This design comes from an exercise in tuning for small area and a short achievable clock period on the open sky130 flow, not from production work. The RTL was checked by simulation tests, not by an equivalence proof against the original design. Power is estimated from default activity; no workload was simulated.

==> build 48 <==
==> flow/design.v <==
package btb_pkg;
    localparam logic [1:0] CNT_SNT   = 2'b00;
    localparam logic [1:0] CNT_WNT   = 2'b01;
    localparam logic [1:0] CNT_WT    = 2'b10;
    localparam logic [1:0] CNT_ST    = 2'b11;
    localparam logic [1:0] CNT_ALLOC = CNT_WT;
    localparam int unsigned ENTRY_TAG_W  = 10;
    localparam int unsigned ENTRY_ADDR_W = 32;
    typedef struct packed {
        logic                    valid;
        logic [ENTRY_TAG_W-1:0]  tag;
        logic [ENTRY_ADDR_W-1:0] target;
        logic [1:0]              cnt;
    } btb_entry_t;
    function automatic logic [1:0] sat_inc(input logic [1:0] c);
        sat_inc = (c == CNT_ST) ? CNT_ST : c + 2'd1;
    endfunction
    function automatic logic [1:0] sat_dec(input logic [1:0] c);
        sat_dec = (c == CNT_SNT) ? CNT_SNT : c - 2'd1;
    endfunction
endpackage
module btb_way #(
    parameter  int unsigned SETS   = 32,
    parameter  int unsigned TAG_W  = 10,
    parameter  int unsigned ADDR_W = 32,
    localparam int unsigned IDX_W  = $clog2(SETS)
) (
    input  logic              clk,
    input  logic [SETS-1:0]   i_lk_sel,
    input  logic [SETS-1:0]   i_lk_rd_sel,
    input  logic [SETS-1:0]   i_lk_valid,
    input  logic [TAG_W-1:0]  i_lk_tag,
    output logic              o_lk_hit,
    output logic [ADDR_W-1:0] o_lk_target,
    output logic [1:0]        o_lk_cnt,
    input  logic [SETS-1:0]   i_wr_sel,
    output logic [TAG_W-1:0]  o_wr_tag,
    output logic [1:0]        o_wr_cnt,
    input  logic              i_wr_entry_en,
    input  logic              i_wr_cnt_en,
    input  logic [TAG_W-1:0]  i_wr_tag,
    input  logic [ADDR_W-1:0] i_wr_target,
    input  logic [1:0]        i_wr_cnt
);
    logic [1:0]        r_cnt    [SETS];
    logic [TAG_W-1:0]  r_tag    [SETS];
    logic [ADDR_W-1:0] r_target [SETS];
    logic [SETS-1:0]   w_match;
    always_comb begin
        o_lk_target = '0;
        o_lk_cnt    = '0;
        o_wr_tag    = '0;
        o_wr_cnt    = '0;
        for (int s = 0; s < int'(SETS); s++) begin
            w_match[s]  = i_lk_sel[s] && i_lk_valid[s] && (r_tag[s] == i_lk_tag);
            o_lk_target = o_lk_target | ({ADDR_W{i_lk_rd_sel[s]}} & r_target[s]);
            o_lk_cnt    = o_lk_cnt    | ({2{i_lk_rd_sel[s]}} & r_cnt[s]);
            o_wr_tag    = o_wr_tag    | ({TAG_W{i_wr_sel[s]}} & r_tag[s]);
            o_wr_cnt    = o_wr_cnt    | ({2{i_wr_sel[s]}} & r_cnt[s]);
        end
        o_lk_hit = |w_match;
    end
    always_ff @(posedge clk) begin
        for (int s = 0; s < int'(SETS); s++) begin
            if (i_wr_sel[s]) begin
                if (i_wr_cnt_en)    r_cnt[s]    <= i_wr_cnt;
                if (i_wr_entry_en) begin
                    r_tag[s]    <= i_wr_tag;
                    r_target[s] <= i_wr_target;
                end
            end
        end
    end
endmodule
module btb_assoc #(
    parameter int unsigned SETS   = 32,
    parameter int unsigned TAG_W  = 10,
    parameter int unsigned ADDR_W = 32
) (
    input  logic              clk,
    input  logic              reset_n,
    input  logic              lookup_en,
    input  logic [ADDR_W-1:0] lookup_pc,
    output logic              hit,
    output logic              predict_taken,
    output logic [ADDR_W-1:0] predict_target,
    output logic [1:0]        counter_state,
    input  logic              upd_en,
    input  logic [ADDR_W-1:0] upd_pc,
    input  logic              upd_taken,
    input  logic [ADDR_W-1:0] upd_target,
    input  logic              flush
);
    localparam int unsigned IDX_W = $clog2(SETS);
    logic [IDX_W-1:0]  w_lk_idx;
    logic [TAG_W-1:0]  w_lk_tag;
    logic [IDX_W-1:0]  w_upd_idx;
    logic [TAG_W-1:0]  w_upd_tag;
    logic [1:0]        r_st [SETS];
    logic [SETS-1:0]   w_lk_sel;
    logic [SETS-1:0]   w_lk_rd_sel;
    logic [SETS-1:0]   w_u_sel;
    logic [SETS-1:0]   w_v0;
    logic [SETS-1:0]   w_v1;
    logic [1:0]        w_lk_hit;
    logic [ADDR_W-1:0] w_lk_target [2];
    logic [1:0]        w_lk_cnt    [2];
    logic [1:0]        w_st;
    logic              w_u_v0;
    logic              w_u_v1;
    logic [TAG_W-1:0]  w_u_tag_q [2];
    logic [1:0]        w_u_cnt_q [2];
    logic [1:0]        w_u_hit;
    logic              w_u_hit_any;
    logic              w_victim;
    logic              w_sel;
    logic              w_go;
    logic [1:0]        w_old_cnt;
    logic [1:0]        w_new_cnt;
    logic [1:0]        w_new_st;
    logic [1:0]        w_wr_en;
    logic              w_unused_pc;
    assign w_lk_idx    = lookup_pc[IDX_W+1:2];
    assign w_lk_tag    = lookup_pc[IDX_W+1+TAG_W:IDX_W+2];
    assign w_upd_idx   = upd_pc[IDX_W+1:2];
    assign w_upd_tag   = upd_pc[IDX_W+1+TAG_W:IDX_W+2];
    assign w_unused_pc = ^{lookup_pc, upd_pc};
    always_comb begin
        for (int s = 0; s < int'(SETS); s++) begin
            w_lk_sel[s]    = (w_lk_idx == IDX_W'(s));
            w_lk_rd_sel[s] = lookup_en && w_lk_sel[s];
            w_u_sel[s]  = (w_upd_idx == IDX_W'(s));
            w_v0[s]     = |r_st[s];
            w_v1[s]     = r_st[s][1];
        end
    end
    for (genvar g = 0; g < 2; g++) begin : g_way
        btb_way #(
            .SETS   (SETS),
            .TAG_W  (TAG_W),
            .ADDR_W (ADDR_W)
        ) u_way (
            .clk            (clk),
            .i_lk_sel       (w_lk_sel),
            .i_lk_rd_sel    (w_lk_rd_sel),
            .i_lk_valid     ((g == 0) ? w_v0 : w_v1),
            .i_lk_tag       (w_lk_tag),
            .o_lk_hit       (w_lk_hit[g]),
            .o_lk_target    (w_lk_target[g]),
            .o_lk_cnt       (w_lk_cnt[g]),
            .i_wr_sel       (w_u_sel),
            .o_wr_tag       (w_u_tag_q[g]),
            .o_wr_cnt       (w_u_cnt_q[g]),
            .i_wr_entry_en  (w_wr_en[g] && upd_taken),
            .i_wr_cnt_en    (w_wr_en[g]),
            .i_wr_tag       (w_upd_tag),
            .i_wr_target    (upd_target),
            .i_wr_cnt       (w_new_cnt)
        );
    end
    always_comb begin
        hit            = lookup_en && (|w_lk_hit);
        predict_target = ({ADDR_W{w_lk_hit[0]}} & w_lk_target[0])
                       | ({ADDR_W{w_lk_hit[1]}} & w_lk_target[1]);
        counter_state  = ({2{w_lk_hit[0]}} & w_lk_cnt[0])
                       | ({2{w_lk_hit[1]}} & w_lk_cnt[1]);
        predict_taken  = counter_state[1];
    end
    always_comb begin
        w_st        = '0;
        for (int s = 0; s < int'(SETS); s++) begin
            w_st = w_st | ({2{w_u_sel[s]}} & r_st[s]);
        end
        w_u_v0      = |w_st;
        w_u_v1      = w_st[1];
        w_u_hit[0]  = w_u_v0 && (w_u_tag_q[0] == w_upd_tag);
        w_u_hit[1]  = w_u_v1 && (w_u_tag_q[1] == w_upd_tag);
        w_u_hit_any = |w_u_hit;
        w_victim    = w_u_v1 ? w_st[0] : w_u_v0;
        w_sel       = w_u_hit_any ? w_u_hit[1] : w_victim;
        w_go        = upd_en && !flush && (w_u_hit_any || upd_taken);
        w_old_cnt   = w_u_hit[1] ? w_u_cnt_q[1] : w_u_cnt_q[0];
        if (!w_u_hit_any) begin
            w_new_cnt = btb_pkg::CNT_ALLOC;
        end else if (upd_taken) begin
            w_new_cnt = btb_pkg::sat_inc(w_old_cnt);
        end else begin
            w_new_cnt = btb_pkg::sat_dec(w_old_cnt);
        end
        w_new_st = (!w_u_v1 && !w_sel) ? 2'b01 : {1'b1, !w_sel};
        w_wr_en  = w_go ? {w_sel, !w_sel} : 2'b00;
    end
    always_ff @(posedge clk or negedge reset_n) begin
        if (!reset_n) begin
            for (int s = 0; s < int'(SETS); s++) r_st[s] <= 2'b00;
        end else if (flush) begin
            for (int s = 0; s < int'(SETS); s++) r_st[s] <= 2'b00;
        end else if (w_go) begin
            for (int s = 0; s < int'(SETS); s++) begin
                if (w_u_sel[s]) r_st[s] <= w_new_st;
            end
        end
    end
endmodule
==> flow/flow/run.sh <==
#!/bin/bash
# The standard layout with two changes: the port buffers are buf_4 cells (the standard
# flow's choice is a slow delay cell), and resizing may change a cell's footprint.
# make's output goes to standard.log; each step's full log is in orfs/logs.
set -euo pipefail
bash standard.sh MATCH_CELL_FOOTPRINT=0 "BUFFER_PORTS_ARGS=-buffer_cell sky130_fd_sc_hd__buf_4" finish > standard.log 2>&1
==> flow/standard.sh <==
#!/bin/bash
# synth_recipe.tcl (not shown) runs the flow's synth.tcl, then flattens the netlist and writes it again
# the make line also repeats each setting of config.mk as NAME=value (left out here)
make -C /OpenROAD-flow-scripts/flow DESIGN_CONFIG=/design/flow/config.mk WORK_HOME=/design/flow/orfs CLKGATE_MAP_FILE= SYNTH_SCRIPT=/design/flow/synth_recipe.tcl "${@:-finish}"
==> flow/config.mk <==
export PLATFORM = sky130hd
export DESIGN_NAME = btb_assoc
export DESIGN_NICKNAME = btb_assoc
export VERILOG_FILES = /design/flow/design.v
export SDC_FILE = /design/flow/constraint.sdc
export NUM_CORES = 4
export LEC_CHECK = 0
export CAP_MARGIN = 20
export CORE_MARGIN = 2
export CORE_UTILIZATION = 62
export CTS_BUF_LIST = sky130_fd_sc_hd__clkbuf_8
export CTS_CLUSTER_DIAMETER = 70
export CTS_CLUSTER_SIZE = 12
export PLACE_DENSITY = 0.72
export SETUP_SLACK_MARGIN = 2.5
export SLEW_MARGIN = 20
export TNS_END_PERCENT = 20
==> flow/constraint.sdc <==
create_clock -name core_clock -period 7.5 [get_ports {clk}]
set_input_delay 1.5000 -clock core_clock [delete_from_list [all_inputs] [get_ports {clk}]]
set_output_delay 1.5000 -clock core_clock [all_outputs]
set_load 0.01 [all_outputs]
==> trial 33: changes against build 48 <==
--- a/flow/design.v
+++ b/flow/design.v
@@ -28,5 +28,4 @@
     input  logic              clk,
     input  logic [SETS-1:0]   i_lk_sel,
-    input  logic [SETS-1:0]   i_lk_rd_sel,
     input  logic [SETS-1:0]   i_lk_valid,
     input  logic [TAG_W-1:0]  i_lk_tag,
@@ -34,8 +33,9 @@
     output logic [ADDR_W-1:0] o_lk_target,
     output logic [1:0]        o_lk_cnt,
-    input  logic [SETS-1:0]   i_wr_sel,
+    input  logic [IDX_W-1:0]  i_wr_idx,
     output logic [TAG_W-1:0]  o_wr_tag,
     output logic [1:0]        o_wr_cnt,
-    input  logic              i_wr_entry_en,
+    input  logic              i_wr_tag_en,
+    input  logic              i_wr_target_en,
     input  logic              i_wr_cnt_en,
     input  logic [TAG_W-1:0]  i_wr_tag,
@@ -50,23 +50,19 @@
         o_lk_target = '0;
         o_lk_cnt    = '0;
-        o_wr_tag    = '0;
-        o_wr_cnt    = '0;
         for (int s = 0; s < int'(SETS); s++) begin
             w_match[s]  = i_lk_sel[s] && i_lk_valid[s] && (r_tag[s] == i_lk_tag);
-            o_lk_target = o_lk_target | ({ADDR_W{i_lk_rd_sel[s]}} & r_target[s]);
-            o_lk_cnt    = o_lk_cnt    | ({2{i_lk_rd_sel[s]}} & r_cnt[s]);
-            o_wr_tag    = o_wr_tag    | ({TAG_W{i_wr_sel[s]}} & r_tag[s]);
-            o_wr_cnt    = o_wr_cnt    | ({2{i_wr_sel[s]}} & r_cnt[s]);
+            o_lk_target = o_lk_target | ({ADDR_W{w_match[s]}} & r_target[s]);
+            o_lk_cnt    = o_lk_cnt    | ({2{w_match[s]}} & r_cnt[s]);
         end
         o_lk_hit = |w_match;
+        o_wr_tag = r_tag[i_wr_idx];
+        o_wr_cnt = r_cnt[i_wr_idx];
     end
     always_ff @(posedge clk) begin
         for (int s = 0; s < int'(SETS); s++) begin
-            if (i_wr_sel[s]) begin
+            if (i_wr_idx == IDX_W'(s)) begin
                 if (i_wr_cnt_en)    r_cnt[s]    <= i_wr_cnt;
-                if (i_wr_entry_en) begin
-                    r_tag[s]    <= i_wr_tag;
-                    r_target[s] <= i_wr_target;
-                end
+                if (i_wr_tag_en)    r_tag[s]    <= i_wr_tag;
+                if (i_wr_target_en) r_target[s] <= i_wr_target;
             end
         end
@@ -99,6 +95,4 @@
     logic [1:0]        r_st [SETS];
     logic [SETS-1:0]   w_lk_sel;
-    logic [SETS-1:0]   w_lk_rd_sel;
-    logic [SETS-1:0]   w_u_sel;
     logic [SETS-1:0]   w_v0;
     logic [SETS-1:0]   w_v1;
@@ -116,4 +110,5 @@
     logic              w_sel;
     logic              w_go;
+    logic              w_alloc;
     logic [1:0]        w_old_cnt;
     logic [1:0]        w_new_cnt;
@@ -128,7 +123,5 @@
     always_comb begin
         for (int s = 0; s < int'(SETS); s++) begin
-            w_lk_sel[s]    = (w_lk_idx == IDX_W'(s));
-            w_lk_rd_sel[s] = lookup_en && w_lk_sel[s];
-            w_u_sel[s]  = (w_upd_idx == IDX_W'(s));
+            w_lk_sel[s] = lookup_en && (w_lk_idx == IDX_W'(s));
             w_v0[s]     = |r_st[s];
             w_v1[s]     = r_st[s][1];
@@ -143,5 +136,4 @@
             .clk            (clk),
             .i_lk_sel       (w_lk_sel),
-            .i_lk_rd_sel    (w_lk_rd_sel),
             .i_lk_valid     ((g == 0) ? w_v0 : w_v1),
             .i_lk_tag       (w_lk_tag),
@@ -149,8 +141,9 @@
             .o_lk_target    (w_lk_target[g]),
             .o_lk_cnt       (w_lk_cnt[g]),
-            .i_wr_sel       (w_u_sel),
+            .i_wr_idx       (w_upd_idx),
             .o_wr_tag       (w_u_tag_q[g]),
             .o_wr_cnt       (w_u_cnt_q[g]),
-            .i_wr_entry_en  (w_wr_en[g] && upd_taken),
+            .i_wr_tag_en    (w_wr_en[g] && w_alloc),
+            .i_wr_target_en (w_wr_en[g] && upd_taken),
             .i_wr_cnt_en    (w_wr_en[g]),
             .i_wr_tag       (w_upd_tag),
@@ -160,16 +153,11 @@
     end
     always_comb begin
-        hit            = lookup_en && (|w_lk_hit);
-        predict_target = ({ADDR_W{w_lk_hit[0]}} & w_lk_target[0])
-                       | ({ADDR_W{w_lk_hit[1]}} & w_lk_target[1]);
-        counter_state  = ({2{w_lk_hit[0]}} & w_lk_cnt[0])
-                       | ({2{w_lk_hit[1]}} & w_lk_cnt[1]);
+        hit            = |w_lk_hit;
+        predict_target = w_lk_target[0] | w_lk_target[1];
+        counter_state  = w_lk_cnt[0] | w_lk_cnt[1];
         predict_taken  = counter_state[1];
     end
     always_comb begin
-        w_st        = '0;
-        for (int s = 0; s < int'(SETS); s++) begin
-            w_st = w_st | ({2{w_u_sel[s]}} & r_st[s]);
-        end
+        w_st        = r_st[w_upd_idx];
         w_u_v0      = |w_st;
         w_u_v1      = w_st[1];
@@ -179,4 +167,5 @@
         w_victim    = w_u_v1 ? w_st[0] : w_u_v0;
         w_sel       = w_u_hit_any ? w_u_hit[1] : w_victim;
+        w_alloc     = !w_u_hit_any && upd_taken;
         w_go        = upd_en && !flush && (w_u_hit_any || upd_taken);
         w_old_cnt   = w_u_hit[1] ? w_u_cnt_q[1] : w_u_cnt_q[0];
@@ -197,7 +186,5 @@
             for (int s = 0; s < int'(SETS); s++) r_st[s] <= 2'b00;
         end else if (w_go) begin
-            for (int s = 0; s < int'(SETS); s++) begin
-                if (w_u_sel[s]) r_st[s] <= w_new_st;
-            end
+            r_st[w_upd_idx] <= w_new_st;
         end
     end
==> flow/run.sh (new file) <==
#!/bin/bash
# synth_recipe.tcl (not shown) runs the flow's synth.tcl, then flattens the netlist and writes it again
# the make line also repeats each setting of config.mk as NAME=value (left out here)
make -C /OpenROAD-flow-scripts/flow DESIGN_CONFIG=/design/flow/config.mk WORK_HOME=/design/flow/orfs CLKGATE_MAP_FILE= SYNTH_SCRIPT=/design/flow/synth_recipe.tcl finish
==> flow/config.mk (replaced) <==
export PLATFORM = sky130hd
export DESIGN_NAME = btb_assoc
export DESIGN_NICKNAME = btb_assoc
export VERILOG_FILES = /design/flow/design.v
export SDC_FILE = /design/flow/constraint.sdc
export NUM_CORES = 4
export LEC_CHECK = 0
export CAP_MARGIN = 20
export CORE_MARGIN = 2
export CORE_UTILIZATION = 40
export SETUP_SLACK_MARGIN = 0.3
export SLEW_MARGIN = 20
removed: flow/flow/run.sh
removed: flow/standard.sh
==> build 37: changes against build 48 <==
--- a/flow/design.v
+++ b/flow/design.v
@@ -28,5 +28,4 @@
     input  logic              clk,
     input  logic [SETS-1:0]   i_lk_sel,
-    input  logic [SETS-1:0]   i_lk_rd_sel,
     input  logic [SETS-1:0]   i_lk_valid,
     input  logic [TAG_W-1:0]  i_lk_tag,
@@ -37,5 +36,6 @@
     output logic [TAG_W-1:0]  o_wr_tag,
     output logic [1:0]        o_wr_cnt,
-    input  logic              i_wr_entry_en,
+    input  logic              i_wr_tag_en,
+    input  logic              i_wr_target_en,
     input  logic              i_wr_cnt_en,
     input  logic [TAG_W-1:0]  i_wr_tag,
@@ -54,6 +54,6 @@
         for (int s = 0; s < int'(SETS); s++) begin
             w_match[s]  = i_lk_sel[s] && i_lk_valid[s] && (r_tag[s] == i_lk_tag);
-            o_lk_target = o_lk_target | ({ADDR_W{i_lk_rd_sel[s]}} & r_target[s]);
-            o_lk_cnt    = o_lk_cnt    | ({2{i_lk_rd_sel[s]}} & r_cnt[s]);
+            o_lk_target = o_lk_target | ({ADDR_W{i_lk_sel[s]}} & r_target[s]);
+            o_lk_cnt    = o_lk_cnt    | ({2{i_lk_sel[s]}} & r_cnt[s]);
             o_wr_tag    = o_wr_tag    | ({TAG_W{i_wr_sel[s]}} & r_tag[s]);
             o_wr_cnt    = o_wr_cnt    | ({2{i_wr_sel[s]}} & r_cnt[s]);
@@ -65,8 +65,6 @@
             if (i_wr_sel[s]) begin
                 if (i_wr_cnt_en)    r_cnt[s]    <= i_wr_cnt;
-                if (i_wr_entry_en) begin
-                    r_tag[s]    <= i_wr_tag;
-                    r_target[s] <= i_wr_target;
-                end
+                if (i_wr_tag_en)    r_tag[s]    <= i_wr_tag;
+                if (i_wr_target_en) r_target[s] <= i_wr_target;
             end
         end
@@ -99,9 +97,9 @@
     logic [1:0]        r_st [SETS];
     logic [SETS-1:0]   w_lk_sel;
-    logic [SETS-1:0]   w_lk_rd_sel;
     logic [SETS-1:0]   w_u_sel;
     logic [SETS-1:0]   w_v0;
     logic [SETS-1:0]   w_v1;
     logic [1:0]        w_lk_hit;
+    logic [1:0]        w_lk_hit_en;
     logic [ADDR_W-1:0] w_lk_target [2];
     logic [1:0]        w_lk_cnt    [2];
@@ -116,4 +114,5 @@
     logic              w_sel;
     logic              w_go;
+    logic              w_alloc;
     logic [1:0]        w_old_cnt;
     logic [1:0]        w_new_cnt;
@@ -128,6 +127,5 @@
     always_comb begin
         for (int s = 0; s < int'(SETS); s++) begin
-            w_lk_sel[s]    = (w_lk_idx == IDX_W'(s));
-            w_lk_rd_sel[s] = lookup_en && w_lk_sel[s];
+            w_lk_sel[s] = (w_lk_idx == IDX_W'(s));
             w_u_sel[s]  = (w_upd_idx == IDX_W'(s));
             w_v0[s]     = |r_st[s];
@@ -143,5 +141,4 @@
             .clk            (clk),
             .i_lk_sel       (w_lk_sel),
-            .i_lk_rd_sel    (w_lk_rd_sel),
             .i_lk_valid     ((g == 0) ? w_v0 : w_v1),
             .i_lk_tag       (w_lk_tag),
@@ -152,5 +149,6 @@
             .o_wr_tag       (w_u_tag_q[g]),
             .o_wr_cnt       (w_u_cnt_q[g]),
-            .i_wr_entry_en  (w_wr_en[g] && upd_taken),
+            .i_wr_tag_en    (w_wr_en[g] && w_alloc),
+            .i_wr_target_en (w_wr_en[g] && upd_taken),
             .i_wr_cnt_en    (w_wr_en[g]),
             .i_wr_tag       (w_upd_tag),
@@ -160,9 +158,10 @@
     end
     always_comb begin
-        hit            = lookup_en && (|w_lk_hit);
-        predict_target = ({ADDR_W{w_lk_hit[0]}} & w_lk_target[0])
-                       | ({ADDR_W{w_lk_hit[1]}} & w_lk_target[1]);
-        counter_state  = ({2{w_lk_hit[0]}} & w_lk_cnt[0])
-                       | ({2{w_lk_hit[1]}} & w_lk_cnt[1]);
+        w_lk_hit_en    = {2{lookup_en}} & w_lk_hit;
+        hit            = |w_lk_hit_en;
+        predict_target = ({ADDR_W{w_lk_hit_en[0]}} & w_lk_target[0])
+                       | ({ADDR_W{w_lk_hit_en[1]}} & w_lk_target[1]);
+        counter_state  = ({2{w_lk_hit_en[0]}} & w_lk_cnt[0])
+                       | ({2{w_lk_hit_en[1]}} & w_lk_cnt[1]);
         predict_taken  = counter_state[1];
     end
@@ -179,4 +178,5 @@
         w_victim    = w_u_v1 ? w_st[0] : w_u_v0;
         w_sel       = w_u_hit_any ? w_u_hit[1] : w_victim;
+        w_alloc     = !w_u_hit_any && upd_taken;
         w_go        = upd_en && !flush && (w_u_hit_any || upd_taken);
         w_old_cnt   = w_u_hit[1] ? w_u_cnt_q[1] : w_u_cnt_q[0];
==> flow/run.sh (new file) <==
#!/bin/bash
# synth_recipe.tcl (not shown) runs the flow's synth.tcl, then flattens the netlist and writes it again
# the make line also repeats each setting of config.mk as NAME=value (left out here)
make -C /OpenROAD-flow-scripts/flow DESIGN_CONFIG=/design/flow/config.mk WORK_HOME=/design/flow/orfs CLKGATE_MAP_FILE= SYNTH_SCRIPT=/design/flow/synth_recipe.tcl finish
removed: flow/flow/run.sh
removed: flow/standard.sh
==> notes <==
- Of build 48 and build 37, build 48 has the higher routed wire length (gap about 5.6%, measured against build 37).
- Between trial 33 and build 37, the lower power is in build 37 (gap 20%, measured against build 37).
- Area after synthesis, highest first: build 37, build 48, trial 33.
- Global-route usage, lowest first: trial 33, build 37, build 48.
- Worst hold slack, highest first: trial 33, build 48, build 37.
- Combinational power: trial 33 < build 48 < build 37.
- In sequential share of layout area, build 48 and build 37 hardly differ.
- In sequential power, trial 33 and build 48 hardly differ.
==> figures <==
metric                                                                                 trial 33                 build 37                 build 48
Result of the run                                                       complete, no violations  complete, no violations  complete, no violations
Fin area                                                                              0.139 mm2                0.135 mm2                0.135 mm2
Compound-gate portion of the synthesized area                                             0.112                    0.117                    0.117
Area share of the largest cell type after synthesis                                       0.737                    0.733                    0.735
Worst Reg2Reg Path Length in Cells                                                           18                       15                       13
Share of total power in sequential cells                                                  0.518                    0.623                    0.620
Clock-pin slew of the registers on the worst-case setup and hold paths                  0.06 ns                  0.09 ns                  0.08 ns
Share of final-layout standard cells stronger than drive strength 1                       0.185                    0.208                    0.218
Largest net degree at the start of global routing                                            67                       69                       65
Portion of netlist area occupied by mux cells                                           0.00503                  0.00959                   0.0126
Internal Pwr Total                                                                      26.4 mW                  21.8 mW                  21.9 mW
Delay of the slowest cell on the worst path                                             0.68 ns                  0.45 ns                  0.65 ns
Initial cell density of the core                                                          0.402                    0.623                    0.622
First-pass GRT wire length                                                           742,000 um               671,000 um               687,000 um
Hold crit path type                                                        register to register     register to register  input port to async pin
Power attributed to combinational cells                                                 1.24 mW                  1.79 mW                  1.63 mW
Post-route core utilization                                                               0.489                    0.729                    0.729
Tmin final                                                                              7.36 ns                  6.16 ns                  6.13 ns

[port drivers added, routing unchanged]
No port has a modelled driver above. Below, the same layouts with a new extraction and two added sets of constraints.
Step 1: set_driving_cell puts a clkbuf_16 on clk and a buf_2 on each other input, an assumption about the parent block.
Step 2 moves the port delays by t, midway between the first and last clock arrival at a register: inputs arrive t later, outputs are due t later. That takes back most of the time a late clock gives input paths.
a / b / c = ideal ports / drivers / drivers and shift; a / b = the first two.
run | shift t [ns] | setup slack, ns | worst setup path after step 2
build 48 | 1.142 | 1.372 / 1.232 / 0.890 | input to register
trial 33 | 1.044 | 0.142 / 0.114 / -0.204 | input to register
build 37 | 1.143 | 1.342 / 1.219 / 0.967 | input to register
With both steps, setup timing fails in trial 33, where it was met with ideal ports. For build 48, which loses most, drivers alone change the setup slack by -0.140 ns; drivers and shift together by -0.482 ns.
